Source: an optimization exercise on an open RTL-to-GDS flow (aim: small area and few clock cycles). Production flows keep margins and buffers that such runs may drop. The RTL was checked by simulation tests, not by an equivalence proof against the original design.

==> flow/design.v <==
package rgbb_pkg;
    localparam int MAX_DIM = 4096;
endpackage
module rgb565_to_bmp24_stream_top (
    input  logic        i_clk,
    input  logic        i_rst_n,
    input  logic        i_cfg_we,
    input  logic [0:0]  i_cfg_idx,
    input  logic [12:0] i_cfg_data,
    input  logic        i_pixel_valid,
    output logic        o_pixel_ready,
    input  logic [15:0] i_pixel,
    output logic        o_byte_valid,
    input  logic        i_byte_ready,
    output logic [7:0]  o_out_byte,
    output logic        o_last_of_item,
    output logic        o_end_of_file
);
    logic [12:0] r_w, r_h, cfg_cl;
    logic        cfg_zero;
    assign cfg_zero = (i_cfg_data == 13'd0);
    assign cfg_cl   = {i_cfg_data[12], i_cfg_data[11:1] & {11{!i_cfg_data[12]}},
                       (i_cfg_data[0] & !i_cfg_data[12]) | cfg_zero};
    always_ff @(posedge i_clk) begin
        if (!i_rst_n) begin
            r_w <= 13'd320;
            r_h <= 13'd180;
        end else if (i_cfg_we) begin
            if (i_cfg_idx == 1'b0) r_w <= cfg_cl;
            else                   r_h <= cfg_cl;
        end
    end
    logic        r_full;
    logic [5:0]  r_pos;
    logic [15:0] r_px;
    logic        row_end, file_end;
    logic [1:0]  pad;
    logic        last;
    logic        take, done, accept;
    assign row_end  = (&r_acc[23:13]) && !r_acc[12];
    assign file_end = row_end && (&r_acc[11:1]) && !r_acc[0];
    assign pad      = row_end ? r_w[1:0] : 2'd0;
    assign last     = r_pos[5] && r_pos[4] && r_pos[3] && (r_pos[2:0] == {1'b0, pad});
    logic [23:0] r_acc;
    logic [3:0]  r_mcnt;
    logic        r_aprev;
    logic [1:0]  r_mcar;
    logic        mdone, mrestart, mfile;
    logic        a_i, r_i, s1, c1;
    logic [1:0]  mcar_n;
    logic [12:0] msum;
    logic [3:0]  mcnt_inc;
    assign mdone = r_mcnt[3] & r_mcnt[2];
    assign a_i    = r_acc[0];
    assign s1     = a_i ^ r_aprev;
    assign c1     = a_i & r_aprev;
    assign r_i    = s1 ^ r_mcar[0];
    assign mcar_n = {c1 & (s1 & r_mcar[0]) | r_mcar[1] & (c1 | (s1 & r_mcar[0])),
                     c1 ^ (s1 & r_mcar[0]) ^ r_mcar[1]};
    always_comb begin
        logic c;
        logic h;
        logic a;
        c = mdone;
        for (int i = 0; i < 12; i++) begin
            h       = r_i & !mdone & r_h[i];
            a       = (mdone && row_end) ? r_acc[i] : r_acc[12+i];
            msum[i] = a ^ h ^ c;
            c       = (a & h) | (c & (a ^ h));
        end
        msum[12] = c | (r_i & !mdone & r_h[12]);
    end
    assign mcnt_inc = {r_mcnt[3] ^ (r_mcnt[2] & r_mcnt[1] & r_mcnt[0]),
                       r_mcnt[2] ^ (r_mcnt[1] & r_mcnt[0]),
                       r_mcnt[1] ^ r_mcnt[0], !r_mcnt[0]};
    logic hdr_acc;
    assign hdr_acc = !r_pos[4] && !r_pos[3] && (r_pos[2] ^ r_pos[1]) && (r_pos[5:4] != 2'b11);
    assign o_byte_valid  = r_full && !(hdr_acc && !mdone);
    assign take          = o_byte_valid && i_byte_ready;
    assign done          = take && last;
    assign o_pixel_ready = !r_full || done;
    assign accept        = i_pixel_valid && o_pixel_ready;
    logic r_wpend;
    always_ff @(posedge i_clk) r_wpend <= !i_rst_n || (i_cfg_we && i_cfg_idx == 1'b0);
    assign mfile    = !i_rst_n || i_cfg_we || r_wpend || (done && file_end);
    assign mrestart = mfile || (take && r_pos == 6'd5);
    always_ff @(posedge i_clk) begin
        if (mrestart) begin
            r_acc   <= {mfile ? 12'd13 : 12'd0, 1'b0, r_w[12:2]};
            r_mcnt  <= 4'd0;
            r_aprev <= 1'b0;
            r_mcar  <= r_w[1:0];
        end else if (!mdone) begin
            r_acc   <= {msum, r_acc[11:1]};
            r_mcnt  <= mcnt_inc;
            r_aprev <= a_i;
            r_mcar  <= mcar_n;
        end else if (take && r_pos == 6'd37) begin
            r_acc <= {~r_w[11:0], ~r_h[11:0]};
        end else if (done && row_end) begin
            r_acc <= {~r_w[11:0], msum[11:0]};
        end else if (done) begin
            r_acc[23:12] <= msum[11:0];
        end
    end
    always_ff @(posedge i_clk) begin
        if (!i_rst_n) begin
            r_full  <= 1'b0;
        end else begin
            if (accept) r_full <= 1'b1;
            else if (done) r_full <= 1'b0;
        end
    end
    always_ff @(posedge i_clk) begin
        if (!i_rst_n)  r_pos <= 6'd0;
        else if (done) r_pos <= file_end ? 6'd0 : 6'd54;
        else if (take) r_pos <= r_pos + 6'd1;
    end
    always_ff @(posedge i_clk) begin
        if (accept) r_px <= i_pixel;
    end
    logic [4:0] ch5;
    logic [5:0] g;
    logic [2:0] fr5;
    logic [1:0] fr6;
    logic [7:0] pix_byte;
    assign ch5 = r_pos[1] ? r_px[4:0] : r_px[15:11];
    assign g   = r_px[10:5];
    always_comb begin
        case (ch5)
            5'd0, 5'd1, 5'd2, 5'd3, 5'd4:        fr5 = 3'd0;
            5'd5, 5'd6, 5'd7, 5'd8:              fr5 = 3'd1;
            5'd9, 5'd10, 5'd11, 5'd12, 5'd13:    fr5 = 3'd2;
            5'd14, 5'd15, 5'd16, 5'd17:          fr5 = 3'd3;
            5'd18, 5'd19, 5'd20, 5'd21, 5'd22:   fr5 = 3'd4;
            5'd23, 5'd24, 5'd25, 5'd26:          fr5 = 3'd5;
            5'd27, 5'd28, 5'd29, 5'd30:          fr5 = 3'd6;
            default:                             fr5 = 3'd7;
        endcase
    end
    always_comb begin
        if (g == 6'd63)                          fr6 = 2'd3;
        else if (g[5] && (g[4] || g[3] && (g[2] || g[1]))) fr6 = 2'd2;
        else if (g[5] || g[4] && (g[3] || g[2] && (g[1] || g[0]))) fr6 = 2'd1;
        else                                     fr6 = 2'd0;
    end
    assign pix_byte = (r_pos[1:0] == 2'b11) ? {g, fr6} : {ch5, fr5};
    logic [7:0] acc_byte;
    always_comb begin
        case (r_pos[1:0])
            2'd2:    acc_byte = {r_acc[5:0], !r_pos[5], 1'b0};
            2'd3:    acc_byte = r_acc[13:6];
            2'd0:    acc_byte = r_acc[21:14];
            default: acc_byte = {6'd0, r_acc[23:22]};
        endcase
    end
    always_comb begin
        case (r_pos)
            6'd0:  o_out_byte = 8'h42;
            6'd1:  o_out_byte = 8'h4D;
            6'd2, 6'd3, 6'd4, 6'd5, 6'd34, 6'd35, 6'd36, 6'd37: o_out_byte = acc_byte;
            6'd10: o_out_byte = 8'd54;
            6'd14: o_out_byte = 8'd40;
            6'd18: o_out_byte = r_w[7:0];
            6'd19: o_out_byte = {3'd0, r_w[12:8]};
            6'd22: o_out_byte = r_h[7:0];
            6'd23: o_out_byte = {3'd0, r_h[12:8]};
            6'd26: o_out_byte = 8'd1;
            6'd28: o_out_byte = 8'd24;
            6'd54, 6'd55, 6'd56: o_out_byte = pix_byte;
            default: o_out_byte = 8'd0;
        endcase
    end
    assign o_last_of_item = last;
    assign o_end_of_file  = last && file_end;
endmodule
clock: 12.0 ns
lec_check: 0
abc_area: 1
cap_margin: 20
core_margin: 2
core_utilization: 40
cts_buf_list: sky130_fd_sc_hd__clkbuf_4
slew_margin: 20
standard.sh (not shown) runs the stock make flow with config.mk's settings and CLKGATE_MAP_FILE= SYNTH_SCRIPT=/design/flow/synth_recipe.tcl, a recipe that flattens the netlist after the stock synthesis.
==> flow/flow/run.sh <==
#!/bin/bash
# Own layout flow: the standard flow, with three changes that only affect
# how cells are chosen:
#  - the synthesis is the standard one (synth_recipe.tcl) except that ABC maps
#    the combinational logic with an area-oriented script (flow/area.abc);
#    flip-flops are mapped before ABC runs, so they are untouched;
#  - port buffers are sky130_fd_sc_hd__buf_1 instead of the flow's default;
#  - CTS does not add dummy loads.
# Each step's full output goes to a log file in the work folder.
set -euo pipefail
W=$(pwd)

cat > "$W/area_synth.tcl" <<EOT
proc abc {args} {
  set i [lsearch -exact \$args -script]
  if {\$i >= 0} { lset args [expr {\$i + 1}] {$W/flow/area.abc} }
  yosys abc {*}\$args
}
source {$W/synth_recipe.tcl}
EOT

sed -e "s#SYNTH_SCRIPT=[^ ]*#SYNTH_SCRIPT=$W/area_synth.tcl#" \
    -e "s#CLKGATE_MAP_FILE= #CLKGATE_MAP_FILE= 'BUFFER_PORTS_ARGS=-buffer_cell sky130_fd_sc_hd__buf_1' 'CTS_ARGS=-sink_clustering_enable -repair_clock_nets -buf_list sky130_fd_sc_hd__clkbuf_8 -dont_use_dummy_load' #" \
    "$W/standard.sh" > "$W/own_standard.sh"

bash "$W/own_standard.sh" synth > "$W/log_synth.txt" 2>&1
bash "$W/own_standard.sh" > "$W/log_layout.txt" 2>&1
==> flow/flow/area.abc <==
strash
 &get -n
 &dc2
 &dch -f
 &nf -R 1000
 &put
 mfs2
 strash
 &get -n
 &dch -f
 &nf -R 1000
 &put
Testbench counts at the start, summed over its fixed seeds: cycles 21,454.
Change:
--- a/flow/design.v
+++ b/flow/design.v
@@ -39,9 +39,9 @@
     logic        take, done, accept;
     assign row_end  = (&r_acc[23:13]) && !r_acc[12];
     assign file_end = row_end && (&r_acc[11:1]) && !r_acc[0];
     assign pad      = row_end ? r_w[1:0] : 2'd0;
-    assign last     = r_pos[5] && r_pos[4] && r_pos[3] && (r_pos[2:0] == {1'b0, pad});
+    assign last     = r_pos[5] && r_pos[4] && r_pos[3] && (r_pos[2:0] == 3'd2 + {1'b0, pad});
     logic [23:0] r_acc;
     logic [3:0]  r_mcnt;
     logic        r_aprev;
     logic [1:0]  r_mcar;
@@ -73,18 +73,18 @@
     assign mcnt_inc = {r_mcnt[3] ^ (r_mcnt[2] & r_mcnt[1] & r_mcnt[0]),
                        r_mcnt[2] ^ (r_mcnt[1] & r_mcnt[0]),
                        r_mcnt[1] ^ r_mcnt[0], !r_mcnt[0]};
     logic hdr_acc;
-    assign hdr_acc = !r_pos[4] && !r_pos[3] && (r_pos[2] ^ r_pos[1]) && (r_pos[5:4] != 2'b11);
+    assign hdr_acc = !r_pos[4] && !r_pos[3] && r_pos[2];
     assign o_byte_valid  = r_full && !(hdr_acc && !mdone);
     assign take          = o_byte_valid && i_byte_ready;
     assign done          = take && last;
     assign o_pixel_ready = !r_full || done;
     assign accept        = i_pixel_valid && o_pixel_ready;
     logic r_wpend;
     always_ff @(posedge i_clk) r_wpend <= !i_rst_n || (i_cfg_we && i_cfg_idx == 1'b0);
     assign mfile    = !i_rst_n || i_cfg_we || r_wpend || (done && file_end);
-    assign mrestart = mfile || (take && r_pos == 6'd5);
+    assign mrestart = mfile || (take && r_pos == 6'd7);
     always_ff @(posedge i_clk) begin
         if (mrestart) begin
             r_acc   <= {mfile ? 12'd13 : 12'd0, 1'b0, r_w[12:2]};
             r_mcnt  <= 4'd0;
@@ -94,9 +94,9 @@
             r_acc   <= {msum, r_acc[11:1]};
             r_mcnt  <= mcnt_inc;
             r_aprev <= a_i;
             r_mcar  <= mcar_n;
-        end else if (take && r_pos == 6'd37) begin
+        end else if (take && r_pos == 6'd39) begin
             r_acc <= {~r_w[11:0], ~r_h[11:0]};
         end else if (done && row_end) begin
             r_acc <= {~r_w[11:0], msum[11:0]};
         end else if (done) begin
@@ -111,10 +111,10 @@
             else if (done) r_full <= 1'b0;
         end
     end
     always_ff @(posedge i_clk) begin
-        if (!i_rst_n)  r_pos <= 6'd0;
-        else if (done) r_pos <= file_end ? 6'd0 : 6'd54;
+        if (!i_rst_n)  r_pos <= 6'd2;
+        else if (done) r_pos <= file_end ? 6'd2 : 6'd56;
         else if (take) r_pos <= r_pos + 6'd1;
     end
     always_ff @(posedge i_clk) begin
         if (accept) r_px <= i_pixel;
@@ -123,9 +123,9 @@
     logic [5:0] g;
     logic [2:0] fr5;
     logic [1:0] fr6;
     logic [7:0] pix_byte;
-    assign ch5 = r_pos[1] ? r_px[4:0] : r_px[15:11];
+    assign ch5 = r_pos[1] ? r_px[15:11] : r_px[4:0];
     assign g   = r_px[10:5];
     always_comb begin
         case (ch5)
             5'd0, 5'd1, 5'd2, 5'd3, 5'd4:        fr5 = 3'd0;
@@ -143,32 +143,32 @@
         else if (g[5] && (g[4] || g[3] && (g[2] || g[1]))) fr6 = 2'd2;
         else if (g[5] || g[4] && (g[3] || g[2] && (g[1] || g[0]))) fr6 = 2'd1;
         else                                     fr6 = 2'd0;
     end
-    assign pix_byte = (r_pos[1:0] == 2'b11) ? {g, fr6} : {ch5, fr5};
+    assign pix_byte = r_pos[0] ? {g, fr6} : {ch5, fr5};
     logic [7:0] acc_byte;
     always_comb begin
         case (r_pos[1:0])
-            2'd2:    acc_byte = {r_acc[5:0], !r_pos[5], 1'b0};
-            2'd3:    acc_byte = r_acc[13:6];
-            2'd0:    acc_byte = r_acc[21:14];
+            2'd0:    acc_byte = {r_acc[5:0], !r_pos[5], 1'b0};
+            2'd1:    acc_byte = r_acc[13:6];
+            2'd2:    acc_byte = r_acc[21:14];
             default: acc_byte = {6'd0, r_acc[23:22]};
         endcase
     end
     always_comb begin
         case (r_pos)
-            6'd0:  o_out_byte = 8'h42;
-            6'd1:  o_out_byte = 8'h4D;
-            6'd2, 6'd3, 6'd4, 6'd5, 6'd34, 6'd35, 6'd36, 6'd37: o_out_byte = acc_byte;
-            6'd10: o_out_byte = 8'd54;
-            6'd14: o_out_byte = 8'd40;
-            6'd18: o_out_byte = r_w[7:0];
-            6'd19: o_out_byte = {3'd0, r_w[12:8]};
-            6'd22: o_out_byte = r_h[7:0];
-            6'd23: o_out_byte = {3'd0, r_h[12:8]};
-            6'd26: o_out_byte = 8'd1;
-            6'd28: o_out_byte = 8'd24;
-            6'd54, 6'd55, 6'd56: o_out_byte = pix_byte;
+            6'd2:  o_out_byte = 8'h42;
+            6'd3:  o_out_byte = 8'h4D;
+            6'd4, 6'd5, 6'd6, 6'd7, 6'd36, 6'd37, 6'd38, 6'd39: o_out_byte = acc_byte;
+            6'd12: o_out_byte = 8'd54;
+            6'd16: o_out_byte = 8'd40;
+            6'd20: o_out_byte = r_w[7:0];
+            6'd21: o_out_byte = {3'd0, r_w[12:8]};
+            6'd24: o_out_byte = r_h[7:0];
+            6'd25: o_out_byte = {3'd0, r_h[12:8]};
+            6'd28: o_out_byte = 8'd1;
+            6'd30: o_out_byte = 8'd24;
+            6'd56, 6'd57, 6'd58: o_out_byte = pix_byte;
             default: o_out_byte = 8'd0;
         endcase
     end
     assign o_last_of_item = last;
Die area is about the same; via count climbs by 1.8%; global-route usage climbs by 1.1 points; routed wire length goes up by 1.8%; clock skew hardly moves; count of clock-buffer cells in the layout stays the same; register-to-register slack gains 0.55 ns; critical path depth is unchanged; cell count is higher by 1.6%; sequential share of layout area decreases by 0.15 points; cell area grows by 0.39%.
Testbench counts after the change, summed over its fixed seeds: cycles 21,454.

==> port drivers added, routing unchanged <==
In the flow no input, the clock included, has a driving cell. The finished layouts below were timed again as built, in two steps. Step 1 (the two cells are an assumption about what drives the block):
set clk [get_ports {i_clk}]
set_driving_cell -lib_cell sky130_fd_sc_hd__clkbuf_16 $clk
set_driving_cell -lib_cell sky130_fd_sc_hd__buf_2 [delete_from_list [all_inputs] $clk]
Step 2 adds t to the input delays and takes it off the output delays; t is the mean of the earliest and latest rising clock arrival at the registers after step 1. Input paths then give back, and output paths get back, about the clock's delay inside the block. Slacks: ideal ports / drivers / drivers and shift; pairs: ideal ports / drivers.
| run | shift t [ns] | slack for setup (ns) | hold slack, ns | worst setup path at the end | slew at the worst register clock pin (ns) |
|---|---|---|---|---|---|
| the first run | 0.379 | 4.582 / 4.582 / 4.582 | 0.484 / 0.484 / 0.484 | register to register | 0.09 / 0.09 |
| the second run | 0.409 | 5.133 / 5.133 / 5.133 | 0.487 / 0.487 / 0.487 | register to register | 0.09 / 0.09 |
After both steps every run listed still meets setup and hold.
